Source: an optimization exercise on an open RTL-to-GDS flow (aim: small area, a short achievable clock period and few clock cycles per item). Production flows keep margins and buffers that such runs may drop.

north:
==> module fpu_pipe_wrap, before the edit <==
module fpu_pipe_wrap #(
  parameter int TAG_W = 4
) (
  input  logic             clk,
  input  logic             rst,
  input  logic             in_valid,
  output logic             in_ready,
  input  logic [1:0]       in_opcode,
  input  logic             in_fmt,
  input  logic [31:0]      in_x,
  input  logic [31:0]      in_y,
  input  logic [TAG_W-1:0] in_tag,
  output logic             out_valid,
  input  logic             out_ready,
  output logic [31:0]      out_r,
  output logic [TAG_W-1:0] out_tag
);
  logic v, adv;
  assign adv       = !v || out_ready;
  assign in_ready  = !rst && adv;
  assign out_valid = v;
  always_ff @(posedge clk) begin
    if (rst)      v <= 1'b0;
    else if (adv) v <= in_valid;
  end
  logic [7:0]  ex, ey, d;
  logic [8:0]  dxy;
  logic        y_gt, e_eq, sub, near;
  logic [23:0] mx, my, mbig, msml;
  logic [26:0] sh;
  logic [27:0] r_far, r_near, r_add;
  logic [24:0] n_xy, n_yx;
  logic        s_add;
  logic [7:0]  emax;
  assign ex   = in_x[30:23];
  assign ey   = in_y[30:23];
  assign mx   = (ex != 8'd0) ? {1'b1, in_x[22:0]} : 24'd0;
  assign my   = (ey != 8'd0) ? {1'b1, in_y[22:0]} : 24'd0;
  assign dxy  = {1'b0, ex} - {1'b0, ey};
  assign y_gt = dxy[8];
  assign e_eq = (ex == ey);
  assign d    = y_gt ? ey - ex : dxy[7:0];
  assign mbig = y_gt ? my : mx;
  assign msml = y_gt ? mx : my;
  assign emax = y_gt ? ey : ex;
  assign sub  = in_x[31] ^ in_y[31];
  always_comb begin
    logic [26:0] t;
    t = {msml, 3'b000};
    for (int k = 0; k < 5; k++) begin
      if (d[k]) t = (t >> (1 << k)) | {26'd0, |(t & ((27'd1 << (1 << k)) - 27'd1))};
    end
    if (d[7:5] != 3'd0) t = {26'd0, |msml};
    sh = t;
  end
  assign r_far  = sub ? {1'b0, {mbig, 3'b000} - sh} : {1'b0, mbig, 3'b000} + {1'b0, sh};
  assign n_xy   = {1'b0, mx} - {1'b0, my};
  assign n_yx   = {1'b0, my} - {1'b0, mx};
  assign near   = e_eq && sub;
  assign r_near = {1'b0, n_xy[24] ? n_yx[23:0] : n_xy[23:0], 3'b000};
  assign r_add  = near ? r_near : r_far;
  assign s_add  = near ? (n_xy[24] ? in_y[31] : in_x[31]) : (y_gt ? in_y[31] : in_x[31]);
  logic [47:0] pa, pb, p;
  logic [27:0] r_mul;
  fpu_mul24_cs u_mul (
    .a  ({1'b1, in_x[22:0]}),
    .b  ({1'b1, in_y[22:0]}),
    .ra (pa),
    .rb (pb)
  );
  logic [20:0] ylow;
  logic        st_mul;
  always_comb begin
    ylow[0] = in_y[0];
    for (int k = 1; k < 21; k++) ylow[k] = ylow[k-1] | in_y[k];
    st_mul = 1'b0;
    for (int i = 0; i < 21; i++) st_mul = st_mul | (in_x[i] & ylow[20-i]);
  end
  assign p     = pa + pb;
  assign r_mul = {p[47:21], st_mul};
  logic        is_mul, qnan1, zero1, s1;
  logic [9:0]  e1;
  logic [27:0] r1;
  assign is_mul = in_opcode[0];
  assign qnan1  = in_fmt || in_opcode[1] || ex == 8'hFF || ey == 8'hFF;
  assign zero1  = is_mul && (ex == 8'h00 || ey == 8'h00);
  assign s1     = is_mul ? in_x[31] ^ in_y[31] : s_add;
  assign e1     = is_mul ? {2'b00, ex} + {2'b00, ey} - 10'd126 : {2'b00, emax} + 10'd1;
  assign r1     = is_mul ? r_mul : r_add;
  logic             q_qnan, q_zero, q_s;
  logic [9:0]       q_e;
  logic [27:0]      q_r;
  logic [TAG_W-1:0] q_tag;
  always_ff @(posedge clk) begin
    if (adv) begin
      q_qnan <= qnan1;
      q_zero <= zero1;
      q_s    <= s1;
      q_e    <= e1;
      q_r    <= r1;
      q_tag  <= in_tag;
    end
  end
  logic [4:0]  lz;
  logic [27:0] n16, n8, n4, n2, nr;
  logic [26:0] m;
  logic        up, ovf, r_zero, inf, uf;
  logic [23:0] inc;
  logic [22:0] frac;
  logic [9:0]  e_lz, e_lz1, e_out;
  always_comb begin
    lz = 5'd27;
    for (int i = 0; i < 28; i++) if (q_r[i]) lz = 5'(27 - i);
  end
  assign n16    = lz[4] ? {q_r[11:0], 16'd0} : q_r;
  assign n8     = lz[3] ? {n16[19:0], 8'd0} : n16;
  assign n4     = lz[2] ? {n8[23:0], 4'd0} : n8;
  assign n2     = lz[1] ? {n4[25:0], 2'd0} : n4;
  assign nr     = lz[0] ? {n2[26:0], 1'b0} : n2;
  assign m      = {nr[27:2], nr[1] | nr[0]};
  assign r_zero = (q_r == 28'd0);
  assign up   = m[2] && (m[1] || m[0] || m[3]);
  assign inc  = m[26:3] + 24'd1;
  assign ovf  = up && (&m[26:3]);
  assign frac = up ? inc[22:0] : m[25:3];
  assign e_lz  = q_e - {5'd0, lz};
  assign e_lz1 = e_lz + 10'd1;
  assign e_out = ovf ? e_lz1 : e_lz;
  assign inf   = ovf ? (!e_lz1[9] && (e_lz1[8] || (&e_lz1[7:0])))
                     : (!e_lz[9] && (e_lz[8] || (&e_lz[7:0])));
  assign uf    = ovf ? (e_lz1[9] || e_lz1 == 10'd0) : (e_lz[9] || e_lz == 10'd0);
  always_comb begin
    if (q_qnan)      out_r = 32'h7FC0_0000;
    else if (q_zero) out_r = {q_s, 31'd0};
    else if (r_zero) out_r = 32'd0;
    else if (inf)    out_r = {q_s, 8'hFF, 23'd0};
    else if (uf)     out_r = {q_s, 31'd0};
    else             out_r = {q_s, e_out[7:0], frac};
  end
  assign out_tag = q_tag;
endmodule
make LEC_CHECK=0 CAP_MARGIN=20 CORE_MARGIN=2 CORE_UTILIZATION=40 SLEW_MARGIN=20 finish   # period 32.0 ns
run.sh (not shown) runs the stock make flow with config.mk's settings and CLKGATE_MAP_FILE= SYNTH_SCRIPT=/design/flow/synth_recipe.tcl, a recipe that flattens the netlist after the stock synthesis.
### north -> south
--- a/flow/design.v
+++ b/flow/design.v
@@ -164,14 +164,6 @@
     .rb (pb)
   );
-  logic [20:0] ylow;
-  logic        st_mul;
-  always_comb begin
-    ylow[0] = in_y[0];
-    for (int k = 1; k < 21; k++) ylow[k] = ylow[k-1] | in_y[k];
-    st_mul = 1'b0;
-    for (int i = 0; i < 21; i++) st_mul = st_mul | (in_x[i] & ylow[20-i]);
-  end
   assign p     = pa + pb;
-  assign r_mul = {p[47:21], st_mul};
+  assign r_mul = {p[47:21], |p[20:0]};
   logic        is_mul, qnan1, zero1, s1;
   logic [9:0]  e1;
@@ -198,38 +190,26 @@
   end
   logic [4:0]  lz;
-  logic [27:0] n16, n8, n4, n2, nr;
+  logic [27:0] nr;
   logic [26:0] m;
-  logic        up, ovf, r_zero, inf, uf;
-  logic [23:0] inc;
-  logic [22:0] frac;
-  logic [9:0]  e_lz, e_lz1, e_out;
+  logic        up;
+  logic [24:0] mant;
+  logic [9:0]  e2, e3;
   always_comb begin
     lz = 5'd27;
     for (int i = 0; i < 28; i++) if (q_r[i]) lz = 5'(27 - i);
   end
-  assign n16    = lz[4] ? {q_r[11:0], 16'd0} : q_r;
-  assign n8     = lz[3] ? {n16[19:0], 8'd0} : n16;
-  assign n4     = lz[2] ? {n8[23:0], 4'd0} : n8;
-  assign n2     = lz[1] ? {n4[25:0], 2'd0} : n4;
-  assign nr     = lz[0] ? {n2[26:0], 1'b0} : n2;
-  assign m      = {nr[27:2], nr[1] | nr[0]};
-  assign r_zero = (q_r == 28'd0);
+  assign nr   = q_r << lz;
+  assign m    = {nr[27:2], nr[1] | nr[0]};
   assign up   = m[2] && (m[1] || m[0] || m[3]);
-  assign inc  = m[26:3] + 24'd1;
-  assign ovf  = up && (&m[26:3]);
-  assign frac = up ? inc[22:0] : m[25:3];
-  assign e_lz  = q_e - {5'd0, lz};
-  assign e_lz1 = e_lz + 10'd1;
-  assign e_out = ovf ? e_lz1 : e_lz;
-  assign inf   = ovf ? (!e_lz1[9] && (e_lz1[8] || (&e_lz1[7:0])))
-                     : (!e_lz[9] && (e_lz[8] || (&e_lz[7:0])));
-  assign uf    = ovf ? (e_lz1[9] || e_lz1 == 10'd0) : (e_lz[9] || e_lz == 10'd0);
+  assign mant = {1'b0, m[26:3]} + {24'd0, up};
+  assign e2   = q_e - {5'd0, lz};
+  assign e3   = e2 + {9'd0, mant[24]};
   always_comb begin
-    if (q_qnan)      out_r = 32'h7FC0_0000;
-    else if (q_zero) out_r = {q_s, 31'd0};
-    else if (r_zero) out_r = 32'd0;
-    else if (inf)    out_r = {q_s, 8'hFF, 23'd0};
-    else if (uf)     out_r = {q_s, 31'd0};
-    else             out_r = {q_s, e_out[7:0], frac};
+    if (q_qnan)                   out_r = 32'h7FC0_0000;
+    else if (q_zero)              out_r = {q_s, 31'd0};
+    else if (q_r == 28'd0)        out_r = 32'd0;
+    else if (!e3[9] && e3 >= 10'd255) out_r = {q_s, 8'hFF, 23'd0};
+    else if (e3[9] || e3 == 10'd0) out_r = {q_s, 31'd0};
+    else                          out_r = {q_s, e3[7:0], mant[22:0]};
   end
   assign out_tag = q_tag;
- The higher routed wire length came out of north.
- Compared to north, south has detailed-placement wirelength estimate 2.1% lower.
- Summary — wire length on met2, south relative to north: lower, by 3.5%.
- Worst slack at placement (south over north): decrease, 670 ps
- Comparing south and north, the higher final-layout clock buffer total was measured on north.
- south reached the end of the flow, and the finished layout is clean on the timing, design-rule and antenna checks.
- Of south and north, the lower worst-case hold slack belongs to south.
- north ended up with fewer cell instances than south did.
- south does better than north on worst max-slew margin expressed relative to the limit.
No run of this note included a check of the RTL's function; only the layout flow was run.


fpu_pipe_wrap again, from the RTL that the note above started with.
Design fpu_pipe_wrap, start of the top module:
module fpu_pipe_wrap #(
  parameter int TAG_W = 4
) (
  input  logic             clk,
  input  logic             rst,
  input  logic             in_valid,
  output logic             in_ready,
  input  logic [1:0]       in_opcode,
  input  logic             in_fmt,
  input  logic [31:0]      in_x,
  input  logic [31:0]      in_y,
  input  logic [TAG_W-1:0] in_tag,
  output logic             out_valid,
  input  logic             out_ready,
  output logic [31:0]      out_r,
  output logic [TAG_W-1:0] out_tag
);
  logic v, adv;
  assign adv       = !v || out_ready;
  assign in_ready  = !rst && adv;
  assign out_valid = v;
  always_ff @(posedge clk) begin
    if (rst)      v <= 1'b0;
    else if (adv) v <= in_valid;
  end
  logic [7:0]  ex, ey, d;
  logic [8:0]  dxy;
  logic        y_gt, e_eq, sub, near;
  logic [23:0] mx, my, mbig, msml;
  logic [26:0] sh;
  logic [27:0] r_far, r_near, r_add;
  logic [24:0] n_xy, n_yx;
  logic        s_add;
  logic [7:0]  emax;
  assign ex   = in_x[30:23];
  assign ey   = in_y[30:23];
  assign mx   = (ex != 8'd0) ? {1'b1, in_x[22:0]} : 24'd0;
  assign my   = (ey != 8'd0) ? {1'b1, in_y[22:0]} : 24'd0;
  assign dxy  = {1'b0, ex} - {1'b0, ey};
  assign y_gt = dxy[8];
  assign e_eq = (ex == ey);
  ...
export LEC_CHECK = 0
export CAP_MARGIN = 20
export CORE_MARGIN = 2
export CORE_UTILIZATION = 40
export SLEW_MARGIN = 20
create_clock -name core_clock -period 32.0 [get_ports {clk}]
standard.sh (not shown) runs the stock make flow with config.mk's settings and CLKGATE_MAP_FILE= SYNTH_SCRIPT=/design/flow/synth_recipe.tcl, a recipe that flattens the netlist after the stock synthesis.
==> flow/flow/run.sh <==
#!/bin/bash
# Own layout flow: the standard ORFS flow (standard.sh) with stronger timing repair.
# The clock and the SDC are the design's; only the resizer's setup target is raised
# (SETUP_SLACK_MARGIN), so repair_timing works on the longest paths until their slack
# is that far above zero, and the ports get stronger buffers (BUFFER_PORTS_ARGS).
# Every tool's output goes to a log file in this folder.
set -e
export SETUP_SLACK_MARGIN=18
export TNS_END_PERCENT=10
export BUFFER_PORTS_ARGS="-buffer_cell sky130_fd_sc_hd__buf_2"
bash standard.sh > standard_flow.log 2>&1
Next try:
--- a/flow/design.v
+++ b/flow/design.v
@@ -202,10 +202,34 @@
   logic        up, ovf, r_zero, inf, uf;
   logic [23:0] inc;
   logic [22:0] frac;
-  logic [9:0]  e_lz, e_lz1, e_out;
+  logic [7:0]  e_lz, e_out;
+  logic [31:0] zv;
+  logic [15:0] z1, c1;
+  logic [7:0]  z2;
+  logic [1:0]  c2 [8];
+  logic [3:0]  z3;
+  logic [2:0]  c3 [4];
+  logic [1:0]  z4;
+  logic [3:0]  c4 [2];
+  assign zv = {q_r, 4'hF};
   always_comb begin
-    lz = 5'd27;
-    for (int i = 0; i < 28; i++) if (q_r[i]) lz = 5'(27 - i);
+    for (int g = 0; g < 16; g++) begin
+      z1[g] = !zv[2*g+1] && !zv[2*g];
+      c1[g] = !zv[2*g+1];
+    end
+    for (int g = 0; g < 8; g++) begin
+      z2[g] = z1[2*g+1] && z1[2*g];
+      c2[g] = z1[2*g+1] ? {1'b1, c1[2*g]} : {1'b0, c1[2*g+1]};
+    end
+    for (int g = 0; g < 4; g++) begin
+      z3[g] = z2[2*g+1] && z2[2*g];
+      c3[g] = z2[2*g+1] ? {1'b1, c2[2*g]} : {1'b0, c2[2*g+1]};
+    end
+    for (int g = 0; g < 2; g++) begin
+      z4[g] = z3[2*g+1] && z3[2*g];
+      c4[g] = z3[2*g+1] ? {1'b1, c3[2*g]} : {1'b0, c3[2*g+1]};
+    end
+    lz = z4[1] ? {1'b1, c4[0]} : {1'b0, c4[1]};
   end
   assign n16    = lz[4] ? {q_r[11:0], 16'd0} : q_r;
   assign n8     = lz[3] ? {n16[19:0], 8'd0} : n16;
@@ -218,19 +242,25 @@
   assign inc  = m[26:3] + 24'd1;
   assign ovf  = up && (&m[26:3]);
   assign frac = up ? inc[22:0] : m[25:3];
-  assign e_lz  = q_e - {5'd0, lz};
-  assign e_lz1 = e_lz + 10'd1;
-  assign e_out = ovf ? e_lz1 : e_lz;
-  assign inf   = ovf ? (!e_lz1[9] && (e_lz1[8] || (&e_lz1[7:0])))
-                     : (!e_lz[9] && (e_lz[8] || (&e_lz[7:0])));
-  assign uf    = ovf ? (e_lz1[9] || e_lz1 == 10'd0) : (e_lz[9] || e_lz == 10'd0);
+  logic       qe_pos, qe_ge254, qe_ge255, qe_ge256, qe_small;
+  assign qe_pos   = !q_e[9];
+  assign qe_ge254 = qe_pos && (q_e[8] || q_e[7:0] >= 8'd254);
+  assign qe_ge255 = qe_pos && (q_e[8] || q_e[7:0] == 8'd255);
+  assign qe_ge256 = qe_pos && q_e[8];
+  assign inf = q_r[27] ? (ovf ? qe_ge254 : qe_ge255)
+             : q_r[26] ? (ovf ? qe_ge255 : qe_ge256)
+             : 1'b0;
+  assign qe_small = qe_pos && (q_e[8:5] == 4'd0);
+  assign uf = q_e[9] || (qe_small && (ovf ? q_e[4:0] < lz : q_e[4:0] <= lz));
+  assign e_lz  = q_e[7:0] - {3'd0, lz};
+  assign e_out = e_lz + {7'd0, ovf};
   always_comb begin
     if (q_qnan)      out_r = 32'h7FC0_0000;
     else if (q_zero) out_r = {q_s, 31'd0};
     else if (r_zero) out_r = 32'd0;
     else if (inf)    out_r = {q_s, 8'hFF, 23'd0};
     else if (uf)     out_r = {q_s, 31'd0};
-    else             out_r = {q_s, e_out[7:0], frac};
+    else             out_r = {q_s, e_out, frac};
   end
   assign out_tag = q_tag;
 endmodule
After rerunning: The changed run finished clean. Die area increases by 0.39%. Hold slack is worse by 0.014 ns. Synthesized cell count barely changes. Via count rises by 0.68%. Final area falls by 0.39%. Synthesized area climbs by 0.40%. Routed wire length rises by 2.2%. Global-route usage goes up by 0.32 points. Sequential share of layout area hardly moves.
No functional check of the RTL was part of any run of this note.

-- separate check: timing with driven ports --
The flow's constraints put no driver on any port. The routed layouts listed below were extracted and timed again, unchanged, in two steps.
Step 1, drivers: a clkbuf_16 drives clk and a buf_2 each remaining input, both assumed.
Step 2 times the ports against the registers' clock, not the clock port: input delays grow and output delays shrink by t, the midpoint of the rising clock arrivals with the driver on.
Slacks: no drivers / after step 1 / after step 2; pairs: no drivers / after step 1.
| run | t, ns | slack for setup (ns) | hold slack, ns | worst data-port slew with drivers (ns) |
|---|---|---|---|---|
| north | 0.336 | 17.013 / 17.027 / 16.691 | 0.636 / 0.636 / 0.636 | 0.08 |
| south | 0.331 | 15.734 / 15.691 / 16.022 | 0.629 / 0.629 / 0.629 | 0.07 |
| the first run of note 2 | 0.338 | 18.346 / 18.269 / 17.931 | 0.637 / 0.637 / 0.637 | 0.11 |
| the second run of note 2 | 0.326 | 18.345 / 18.358 / 18.032 | 0.623 / 0.623 / 0.623 | 0.05 |
After both steps setup and hold are still met in every run listed. For the first run of note 2, which loses most, drivers alone change the setup slack by -0.077 ns; drivers and shift together by -0.415 ns.
